What follows belongs to an exercise in optimizing a design on an open flow for small area, a short achievable clock period and few clock cycles per item; a production flow would make more cautious choices.
Where RTL was checked, it was by simulation tests only, not by an equivalence proof against the original.
No activity file was given, so power comes from the tool's default toggle rates.

Setup of run a:
Design servo_pulse_pwm_two_channel, start of the top module:
module servo_pulse_pwm_two_channel #(
  parameter int TICKS_PER_US = 16,
  parameter int MAX_ANGLE    = 180
) (
  input  logic         clk,
  input  logic         rst,
  input  logic         cfg_valid,
  output logic         cfg_ready,
  input  logic [2:0]   cfg_index,
  input  logic [11:0]  cfg_data,
  input  logic         item_valid,
  output logic         item_ready,
  input  logic [1:0]   item_cmd,
  input  logic [1:0]   item_channel,
  input  logic [15:0]  item_value,
  output logic         result_valid,
  input  logic         result_ready,
  output logic         result_pwm_a,
  output logic         result_pwm_b,
  output logic [15:0]  result_count
);
Size: ~1000 cells after synthesis, ~170 flip-flops, about 61 I/O pins.
==> flow/config.mk <==
export PLATFORM = sky130hd
export DESIGN_NAME = servo_pulse_pwm_two_channel
export DESIGN_NICKNAME = servo_pulse_pwm_two_channel
export VERILOG_FILES = /design/flow/design.v
export SDC_FILE = /design/flow/constraint.sdc
export NUM_CORES = 4
export LEC_CHECK = 0
export CAP_MARGIN = 20
export CORE_MARGIN = 2
export CORE_UTILIZATION = 40
export SETUP_SLACK_MARGIN = 4.0
export SLEW_MARGIN = 20
==> flow/constraint.sdc <==
create_clock -name core_clock -period 7.0 [get_ports {clk}]
set_input_delay 1.4000 -clock core_clock [delete_from_list [all_inputs] [get_ports {clk}]]
set_output_delay 1.4000 -clock core_clock [all_outputs]
set_load 0.01 [all_outputs]
run.sh (not shown) runs the stock make flow with config.mk's settings and CLKGATE_MAP_FILE= SYNTH_SCRIPT=/design/flow/synth_recipe.tcl, a recipe that flattens the netlist after the stock synthesis.
Both conditions hold for run a: the flow ran to the end and the final layout passed the timing, DRC and antenna checks.
## Diff of input files: run b against run a
-- flow/design.v --
<<< run a, line 109
  logic        dge;
  logic        s_cmp, s_first, s_mul, s_add, s_fin;
  logic [11:0] conv_w;
  logic        sfull, sel_lo, sel_hi, sel_x;
  assign lo    = cur ? min_b  : min_a;
  assign hi    = cur ? max_b  : max_a;
>>> run b, line 109
  logic        dge;
  logic        s_cmp, s_first, s_mul, s_add, s_fin;
  logic [11:0] w_simple, w_angle;
  assign lo    = cur ? min_b  : min_a;
  assign hi    = cur ? max_b  : max_a;
<<< run a, line 116
  assign pauto = cur ? pend_b[12]   : pend_a[12];
  assign q     = x[13:2];
  assign s_mul   = step >= 5'd1 && step <= 5'd12;
  always_comb begin
    sum      = {1'b0, lo} + {1'b0, s_cmp ? ~hi : q};
    acc_in   = (s_first && !negf) ? 8'd0 : x[19:12];
    mbit     = x[0] ^ !negf;
    macc     = {1'b0, acc_in} + (mbit ? {1'b0, v[7:0]} : 9'd0);
>>> run b, line 115
  assign pauto = cur ? pend_b[12]   : pend_a[12];
  assign q     = x[13:2];
  assign s_cmp   = busy && step == 5'd0;
  assign s_first = busy && step == 5'd1;
  assign s_mul   = step >= 5'd1 && step <= 5'd12;
  assign s_add   = step == 5'd25;
  assign s_fin   = busy && step == 5'd26;
  always_comb begin
    sum      = {1'b0, lo} + {1'b0, (step == 5'd0) ? ~hi : q};
    acc_in   = (step == 5'd1 && !negf) ? 8'd0 : x[19:12];
    mbit     = x[0] ^ !negf;
    macc     = {1'b0, acc_in} + (mbit ? {1'b0, v[7:0]} : 9'd0);
<<< run a, line 125
    dge      = dt >= 7'd45;
    dsub     = dt - 7'd45;
    sfull = angf && gtf;
    if (s_fin) begin
      sel_lo = negf && !x[12];
      sel_hi = negf && x[12];
      sel_x  = !negf;
    end else begin
      sel_lo = sfull ? negf : bel;
      sel_hi = sfull ? !negf : (!bel && abv);
      sel_x  = 1'b0;
    end
    if (sel_lo)      conv_w = lo;
    else if (sel_hi) conv_w = hi;
    else if (sel_x)  conv_w = x[11:0];
    else             conv_w = v;
  end
  logic        busy_n, cur_n, need_a_n, need_b_n;
  logic [12:0] pend_a_n, pend_b_n;
  logic        conv_wr;
  always_comb begin
    busy_n   = busy;
>>> run b, line 128
    dge      = dt >= 7'd45;
    dsub     = dt - 7'd45;
    if (angf && gtf) w_simple = negf ? lo : hi;
    else if (bel)    w_simple = lo;
    else if (abv)    w_simple = hi;
    else             w_simple = v;
    w_angle  = negf ? (x[12] ? hi : lo) : x[11:0];
  end
  logic        busy_n, cur_n, need_a_n, need_b_n;
  logic [12:0] pend_a_n, pend_b_n;
  logic        conv_wr;
  logic [11:0] conv_w;
  always_comb begin
    busy_n   = busy;
<<< run a, line 149
    need_b_n = need_b;
    conv_wr  = 1'b0;
    if (!busy) begin
      if (need_a || need_b) begin
>>> run b, line 144
    need_b_n = need_b;
    conv_wr  = 1'b0;
    conv_w   = s_fin ? w_angle : w_simple;
    if (!busy) begin
      if (need_a || need_b) begin
<<< run a, line 189
    cur  <= cur_n;
    step <= busy ? step + 5'd1 : 5'd0;
    s_cmp   <= !rst && !busy && busy_n;
    s_first <= !rst && s_cmp && busy_n;
    s_add   <= !rst && busy && step == 5'd24 && busy_n;
    s_fin   <= !rst && s_add && busy_n;
    if (s_cmp) begin
      bel  <= v < lo;
>>> run b, line 185
    cur  <= cur_n;
    step <= busy ? step + 5'd1 : 5'd0;
    if (s_cmp) begin
      bel  <= v < lo;
[summary]
Run b finished every step from synthesis to the final layout, and the layout passed the timing, DRC and antenna checks.
Cmp run b and run a / maximum number of pins on one net before global-route repair / lower: run b
In run b, the via total after detailed routing came out about 3.4% above the value in run a.
Between run b and run a, synthesized area is lower for run a, run b comes in above that.
Changes observed in run b relative to run a: average size of a mapped cell went up 1.4%; post-layout instance count excluding filler cells now sits higher; maximum clock frequency went down by about 1.4%.
Taking run a as the reference, in run b sequential-to-total area share from yosys stat dropped 2.2 points; ratio of cells with drive above 1 in the final layout moved up; first-iteration DRC count went up 83.
Sort run b and run a by register fraction of the total cell area asc -> top: run b
Run b vs. run a: net count after synthesis went up by 22.
Global-route wire length before repair sits higher in run b than in run a.
Diff run a -> run b: non-clock buffer instance count of the final layout shows a reduction of 2, number of setup buffers added after CTS went up 2.
Function was not checked in any run of this note: the RTL went through the layout flow alone.

servo_pulse_pwm_two_channel, a different RTL version from the one above (not shown whole).
Size: ~1000 cells after synthesis, ~170 flip-flops, ~61 I/O pins, roughly 9900 sq um of cells after synthesis.
clock: 7.0 ns
lec_check: 0
cap_margin: 20
core_margin: 2
core_utilization: 40
cts_buf_list: sky130_fd_sc_hd__clkbuf_8
setup_slack_margin: 4.4
slew_margin: 20
tns_end_percent: 5
standard.sh (not shown) runs the stock make flow with config.mk's settings and CLKGATE_MAP_FILE= SYNTH_SCRIPT=/design/flow/synth_recipe.tcl, a recipe that flattens the netlist after the stock synthesis.
==> flow/flow/run.sh <==
#!/bin/bash
# Layout flow: the standard flow (standard.sh, unchanged synthesis and
# steps), with the port buffers inserted as sky130_fd_sc_hd__buf_2 cells
# instead of the default buffer cell that buffer_ports picks.
# Logs in the run folder: standard.log (everything standard.sh runs prints;
# ORFS keeps each tool's own log under orfs/logs/).
set -o pipefail
cp standard.sh standard_sh_copy.txt
export BUFFER_PORTS_ARGS="-buffer_cell sky130_fd_sc_hd__buf_2"
bash standard.sh > standard.log 2>&1
Testbench counts at the start, summed over its fixed seeds: cycles 1,049,224, items 1,048,576.
==> next run, changes <==
--- a/flow/design.v
+++ b/flow/design.v
@@ -155,29 +155,29 @@
         cur_n  = !need_a;
         if (need_a) need_a_n = 1'b0; else need_b_n = 1'b0;
       end
     end else if (s_fin || (s_first && !(angf && !gtf))) begin
       busy_n  = 1'b0;
       conv_wr = 1'b1;
     end
     pend_a_n = (conv_wr && !cur) ? {1'b0, conv_w} : pend_a;
     pend_b_n = (conv_wr &&  cur) ? {1'b0, conv_w} : pend_b;
     if (busy && (cur ? wr_b : wr_a)) busy_n = 1'b0;
     if (wr_a) begin
       pend_a_n = raw;
-      need_a_n = 1'b1;
+      if (busy || !busy_n || cur_n) need_a_n = 1'b1;
     end
     if (wr_b) begin
       pend_b_n = raw;
-      need_b_n = 1'b1;
+      if (busy || !busy_n || !cur_n) need_b_n = 1'b1;
     end
   end
   always_ff @(posedge clk) begin
     if (rst) begin
       busy   <= 1'b0;
       need_a <= 1'b0;
       need_b <= 1'b0;
       pend_a <= '0;
       pend_b <= '0;
     end else begin
       busy   <= busy_n;
       need_a <= need_a_n;
The new run passed the timing, DRC and antenna checks.
Setup slack is better by 0.0084 ns.
Non-clock buffer count grows by 4.
Synthesized area grows by 3.4%.
Hold slack got worse by 0.0034 ns.
Cell area is higher by 3.1%.
Total power climbs by 17%.
Register-to-register slack gains 0.11 ns.
Combinational power rose by 69%.
Maximum frequency goes up by 0.32%.
Sequential cell count is unchanged.
Final cell count went up by 1.6%.
Testbench counts after the change, summed over its fixed seeds: cycles 1,049,210, items 1,048,576.

## old
The RTL this note starts from:
==> flow/design.v <==
package spp_pkg;
  localparam int US_W  = 12;
  localparam int VAL_W = 16;
  localparam int CNT_W = 16;
  localparam int IDX_W = 3;
  typedef enum logic [1:0] {
    CMD_TICK = 2'd0,
    CMD_AUTO = 2'd1,
    CMD_US   = 2'd2
  } cmd_t;
  typedef enum logic [1:0] {
    CH_A    = 2'd0,
    CH_B    = 2'd1,
    CH_BOTH = 2'd2
  } chan_t;
  localparam logic [IDX_W-1:0] REG_MIN_A = 3'd0;
  localparam logic [IDX_W-1:0] REG_MAX_A = 3'd1;
  localparam logic [IDX_W-1:0] REG_MIN_B = 3'd2;
  localparam logic [IDX_W-1:0] REG_MAX_B = 3'd3;
  localparam logic [IDX_W-1:0] REG_EN_A  = 3'd4;
  localparam logic [IDX_W-1:0] REG_EN_B  = 3'd5;
  localparam logic [US_W-1:0] MIN_RESET = 12'd544;
  localparam logic [US_W-1:0] MAX_RESET = 12'd2400;
  typedef struct packed {
    logic s2;
    logic s3;
  } stage_en_t;
  typedef struct packed {
    logic       load;
    logic [1:0] cmd;
    logic [1:0] channel;
  } upd_ctl_t;
endpackage
module servo_pulse_pwm_two_channel #(
  parameter int TICKS_PER_US = 16,
  parameter int MAX_ANGLE    = 180
) (
  input  logic         clk,
  input  logic         rst,
  input  logic         cfg_valid,
  output logic         cfg_ready,
  input  logic [2:0]   cfg_index,
  input  logic [11:0]  cfg_data,
  input  logic         item_valid,
  output logic         item_ready,
  input  logic [1:0]   item_cmd,
  input  logic [1:0]   item_channel,
  input  logic [15:0]  item_value,
  output logic         result_valid,
  input  logic         result_ready,
  output logic         result_pwm_a,
  output logic         result_pwm_b,
  output logic [15:0]  result_count
);
  logic [11:0] min_a, max_a, min_b, max_b;
  logic        enable_a, enable_b;
  logic [15:0] counter;
  logic [11:0] act_a, act_b;      
  logic        le_a, le_b;        
  logic        wrapped;           
  logic [12:0] pend_a, pend_b;    
  logic        need_a, need_b;    
  logic        busy, cur;
  logic        bel, abv, angf, gtf, negf;
  logic [4:0]  step;
  logic [19:0] x;
  logic        t1, t2, t3;
  logic        hu;                
  logic        e1, e2;
  logic        irdy, rv;
  assign cfg_ready = 1'b1;
  logic [11:0] d_min, d_max;
  logic        d_en;
  logic        we_min_a, we_max_a, we_min_b, we_max_b, we_en_a, we_en_b;
  assign d_min    = rst ? spp_pkg::MIN_RESET : cfg_data;
  assign d_max    = rst ? spp_pkg::MAX_RESET : cfg_data;
  assign d_en     = !rst && cfg_data[0];
  assign we_min_a = rst || (cfg_valid && cfg_index == spp_pkg::REG_MIN_A);
  assign we_max_a = rst || (cfg_valid && cfg_index == spp_pkg::REG_MAX_A);
  assign we_min_b = rst || (cfg_valid && cfg_index == spp_pkg::REG_MIN_B);
  assign we_max_b = rst || (cfg_valid && cfg_index == spp_pkg::REG_MAX_B);
  assign we_en_a  = rst || (cfg_valid && cfg_index == spp_pkg::REG_EN_A);
  assign we_en_b  = rst || (cfg_valid && cfg_index == spp_pkg::REG_EN_B);
  always_ff @(posedge clk) begin
    if (we_min_a) min_a    <= d_min;
    if (we_max_a) max_a    <= d_max;
    if (we_min_b) min_b    <= d_min;
    if (we_max_b) max_b    <= d_max;
    if (we_en_a)  enable_a <= d_en;
    if (we_en_b)  enable_b <= d_en;
  end
  logic acc, take, is_tick, is_wr, wr_a, wr_b;
  logic [12:0] raw;
  assign acc     = item_valid && irdy;
  assign take    = rv && result_ready;
  assign is_tick = item_cmd == 2'd0;
  assign is_wr   = item_cmd == 2'd1 || item_cmd == 2'd2;
  assign wr_a    = acc && is_wr && (item_channel == 2'd0 || item_channel == 2'd2);
  assign wr_b    = acc && is_wr && (item_channel != 2'd0);
  assign raw     = {item_cmd == 2'd1, item_value[11:0] | {12{|item_value[15:12]}}};
  logic [11:0] lo, hi, v;
  logic        pauto;
  logic [11:0] q;
  logic [12:0] sum;
  logic [7:0]  acc_in;
  logic [7:0]  ang;                
  logic        mbit;
  logic [8:0]  macc;
  logic [6:0]  dt, dsub;
  logic        dge;
  logic        s_cmp, s_first, s_mul, s_add, s_fin;
  logic [11:0] conv_w;
  logic        sfull, sel_lo, sel_hi, sel_x;
  assign lo    = cur ? min_b  : min_a;
  assign hi    = cur ? max_b  : max_a;
  assign v     = cur ? pend_b[11:0] : pend_a[11:0];
  assign pauto = cur ? pend_b[12]   : pend_a[12];
  assign q     = x[13:2];
  assign s_mul   = step >= 5'd1 && step <= 5'd12;
  always_comb begin
    sum      = {1'b0, lo} + {1'b0, q};
    acc_in   = s_first ? (negf ? ang : 8'd0) : x[19:12];
    mbit     = x[0] ^ !negf;
    macc     = {1'b0, acc_in} + (mbit ? {1'b0, ang} : 9'd0);
    dt       = {x[19:14], x[13]};
    dge      = dt >= 7'd45;
    dsub     = dt - 7'd45;
    sfull = angf && gtf;
    if (s_fin) begin
      sel_lo = negf && !x[12];
      sel_hi = negf && x[12];
      sel_x  = !negf;
    end else begin
      sel_lo = sfull ? negf : bel;
      sel_hi = sfull ? !negf : (!bel && abv);
      sel_x  = 1'b0;
    end
    if (sel_lo)      conv_w = lo;
    else if (sel_hi) conv_w = hi;
    else if (sel_x)  conv_w = x[11:0];
    else             conv_w = v;
  end
  logic        busy_n, cur_n, need_a_n, need_b_n;
  logic [12:0] pend_a_n, pend_b_n;
  logic        conv_wr;
  always_comb begin
    busy_n   = busy;
    cur_n    = cur;
    need_a_n = need_a;
    need_b_n = need_b;
    conv_wr  = 1'b0;
    if (!busy) begin
      if (need_a || need_b) begin
        busy_n = 1'b1;
        cur_n  = !need_a;
        if (need_a) need_a_n = 1'b0; else need_b_n = 1'b0;
      end
    end else if (s_fin || (s_first && !(angf && !gtf))) begin
      busy_n  = 1'b0;
      conv_wr = 1'b1;
    end
    pend_a_n = (conv_wr && !cur) ? {1'b0, conv_w} : pend_a;
    pend_b_n = (conv_wr &&  cur) ? {1'b0, conv_w} : pend_b;
    if (busy && (cur ? wr_b : wr_a)) busy_n = 1'b0;
    if (wr_a) begin
      pend_a_n = raw;
      need_a_n = 1'b1;
    end
    if (wr_b) begin
      pend_b_n = raw;
      need_b_n = 1'b1;
    end
  end
  always_ff @(posedge clk) begin
    if (rst) begin
      busy   <= 1'b0;
      need_a <= 1'b0;
      need_b <= 1'b0;
      pend_a <= '0;
      pend_b <= '0;
    end else begin
      busy   <= busy_n;
      need_a <= need_a_n;
      need_b <= need_b_n;
      pend_a <= pend_a_n;
      pend_b <= pend_b_n;
    end
  end
  always_ff @(posedge clk) begin
    cur  <= cur_n;
    step <= busy ? step + 5'd1 : 5'd0;
    s_cmp   <= !rst && !busy && busy_n;
    s_first <= !rst && s_cmp && busy_n;
    s_add   <= !rst && busy && step == 5'd24 && busy_n;
    s_fin   <= !rst && s_add && busy_n;
    if (s_cmp) begin
      bel  <= v < lo;
      abv  <= v > hi;
      angf <= pauto && (v < lo);
      gtf  <= v > 12'(MAX_ANGLE);
      negf <= sum[12];
      ang  <= v[7:0];
      x[11:0] <= sum[11:0];
    end else if (!busy) begin
      x[13:2] <= ~(need_a ? max_a : max_b);
    end else if (s_mul) begin
      x <= {macc, x[11:1]};
    end else if (s_add) begin
      x[12:0] <= {q == 12'd0, sum[11:0]};
    end else begin
      x <= {dge ? dsub[5:0] : dt[5:0], x[12:2], dge, x[1:0]};
    end
  end
  logic        t1_n, t2_n, t3_n, hu_n, e1_n, e2_n;
  logic        ap_raw, ap, wrap, nearwrap, busy_any, busy_any_n;
  assign busy_any   = busy | need_a | need_b;
  assign busy_any_n = busy_n | need_a_n | need_b_n;
  assign wrap       = counter == 16'hFFFF;
  assign nearwrap   = counter[15:3] == 13'h1FFF;
  always_comb begin
    if (take) begin
      t1_n = acc | t2;
      t2_n = acc ? t2 : t3;
      t3_n = 1'b0;
    end else begin
      t1_n = acc | t1;
      t2_n = acc ? t1 : t2;
      t3_n = acc ? t2 : t3;
    end
    if (take) ap_raw = t2 ? e1 : (acc & is_tick);
    else      ap_raw = t1 ? hu : (acc & is_tick);
    ap   = ap_raw & !((wrap & busy_any) | wrapped);
    hu_n = ap_raw & ((wrap & busy_any) | wrapped);
    if (take) e1_n = t3 ? e2 : is_tick;
    else      e1_n = (t1 & !t2) ? is_tick : e1;
    e2_n = (!take & t2 & !t3) ? is_tick : e2;
  end
  always_ff @(posedge clk) begin
    if (rst) begin
      t1      <= 1'b0;
      t2      <= 1'b0;
      t3      <= 1'b0;
      hu      <= 1'b0;
      e1      <= 1'b0;
      e2      <= 1'b0;
      irdy    <= 1'b1;
      rv      <= 1'b0;
      counter <= '0;
      act_a   <= '0;
      act_b   <= '0;
      le_a    <= 1'b1;
      le_b    <= 1'b1;
      wrapped <= 1'b0;
    end else begin
      t1   <= t1_n;
      t2   <= t2_n;
      t3   <= t3_n;
      hu   <= hu_n;
      e1   <= e1_n;
      e2   <= e2_n;
      irdy <= !t3_n && !(nearwrap && (hu_n || (t2_n && e1_n)));
      rv   <= t1_n && !hu_n && (t2_n || !busy_any_n);
      wrapped <= ap && wrap;
      if (wrapped) begin
        act_a <= pend_a[11:0];
        act_b <= pend_b[11:0];
      end
      if (ap) begin
        counter <= counter + 16'd1;
        if (wrap) begin
          le_a  <= 1'b1;
          le_b  <= 1'b1;
        end else begin
          if (counter == {act_a, 4'b0000}) le_a <= 1'b0;
          if (counter == {act_b, 4'b0000}) le_b <= 1'b0;
        end
      end
    end
  end
  assign item_ready   = irdy;
  assign result_valid = rv;
  assign result_count = counter;
  assign result_pwm_a = enable_a && le_a;
  assign result_pwm_b = enable_b && le_b;
endmodule
clock: 7.0 ns
lec_check: 0
cap_margin: 20
core_margin: 2
core_utilization: 40
setup_slack_margin: 4.0
slew_margin: 20
Scripts as last shown in full above: flow/flow/run.sh
old reached the end of the flow, and the finished layout is clean on the timing, DRC and antenna checks.
Testbench counts of old, summed over its fixed seeds: cycles 1,049,224, items 1,048,576.
Input-level comparison between new and old:
-- flow/design.v --
<<< old, line 105
  logic [7:0]  acc_in;
  logic [7:0]  ang;                
  logic        mbit;
  logic [8:0]  macc;
>>> new, line 105
  logic [7:0]  acc_in;
  logic [7:0]  ang;                
  logic [11:0] lo_c;               
  logic        mbit;
  logic [8:0]  macc;
<<< old, line 112
  logic [11:0] conv_w;
  logic        sfull, sel_lo, sel_hi, sel_x;
  assign lo    = cur ? min_b  : min_a;
  assign hi    = cur ? max_b  : max_a;
  assign v     = cur ? pend_b[11:0] : pend_a[11:0];
>>> new, line 113
  logic [11:0] conv_w;
  logic        sfull, sel_lo, sel_hi, sel_x;
  assign lo    = lo_c;
  assign hi    = cur ? max_b  : max_a;
  assign v     = cur ? pend_b[11:0] : pend_a[11:0];
<<< old, line 204
    end else if (!busy) begin
      x[13:2] <= ~(need_a ? max_a : max_b);
    end else if (s_mul) begin
      x <= {macc, x[11:1]};
>>> new, line 205
    end else if (!busy) begin
      x[13:2] <= ~(need_a ? max_a : max_b);
      lo_c    <= need_a ? min_a : min_b;
    end else if (s_mul) begin
      x <= {macc, x[11:1]};
Findings:
From old to new the numbers moved as follows: internal portion of total power shows an increase of 8.7%; share of the synthesized netlist area taken by xor and xnor gates was more or less identical. Compare new and old | logic depth of the worst path, buffers included higher: old. Delta(final hold slack, new - old) < 0. Synthesized instance count sits higher in new than in old. new packs its core more loosely than old. Reported for new and old, final count of pins violating max slew turned out identical to the last digit. The lower starting utilization of the core area of new and old is in new. old fits on a die that is smaller than the die of new. Most frequent standard cell in the layout excluding fill and tap cells = sky130_fd_sc_hd__nor2_1: old; most frequent standard cell in the layout excluding fill and tap cells = sky130_fd_sc_hd__dfxtp_1: new. Looking at wire length on met1, new sits 540 µm above old. Across both runs, clock network fraction of design power was lower for new than for old. In the route summary, new ends up with a via count exceeding that of old. In new, the final cell count came out 3.0% above the value in old. old ended up with register to register as its worst setup path category; new ended up with input port to register. Comparing new with old, the clock-cell share of area came out essentially unchanged.
No functional check of the RTL was part of new.

[re-timing with driven ports]
In the flow no input, the clock included, has a driving cell. The finished layouts below were timed again as built, in two steps. Step 1: set_driving_cell puts a clkbuf_16 on clk and a buf_2 on each other input, an assumption about the parent block. Step 2 times the ports against the registers' clock, not the clock port: input delays grow and output delays shrink by t, the midpoint of the rising clock arrivals with the driver on. a / b / c = no drivers / after step 1 / after step 2; a / b = the first two.
run	shift t [ns]	slack for setup (ns)	slew at the worst register clock pin (ns)	worst data-port slew with drivers (ns)	pins driven straight from the clock port
run a	0.475	4.020 / 4.000 / 3.616	0.07 / 0.07	0.05	1
run b	0.479	3.976 / 3.976 / 3.676	0.08 / 0.08	0.05	1
the first run of note 2	0.509	4.314 / 4.314 / 3.932	0.11 / 0.11	0.05	1
the second run of note 2	0.512	4.322 / 4.280 / 3.869	0.12 / 0.12	0.04	1
old	0.477	4.177 / 4.177 / 3.797	0.07 / 0.07	0.05	1
new	0.476	4.151 / 4.179 / 3.704	0.08 / 0.08	0.05	1
After both steps setup and hold are still met in every run listed. The setup slack of the second run of note 2, which loses most, moves by -0.042 ns with the drivers and by -0.453 ns with both steps.
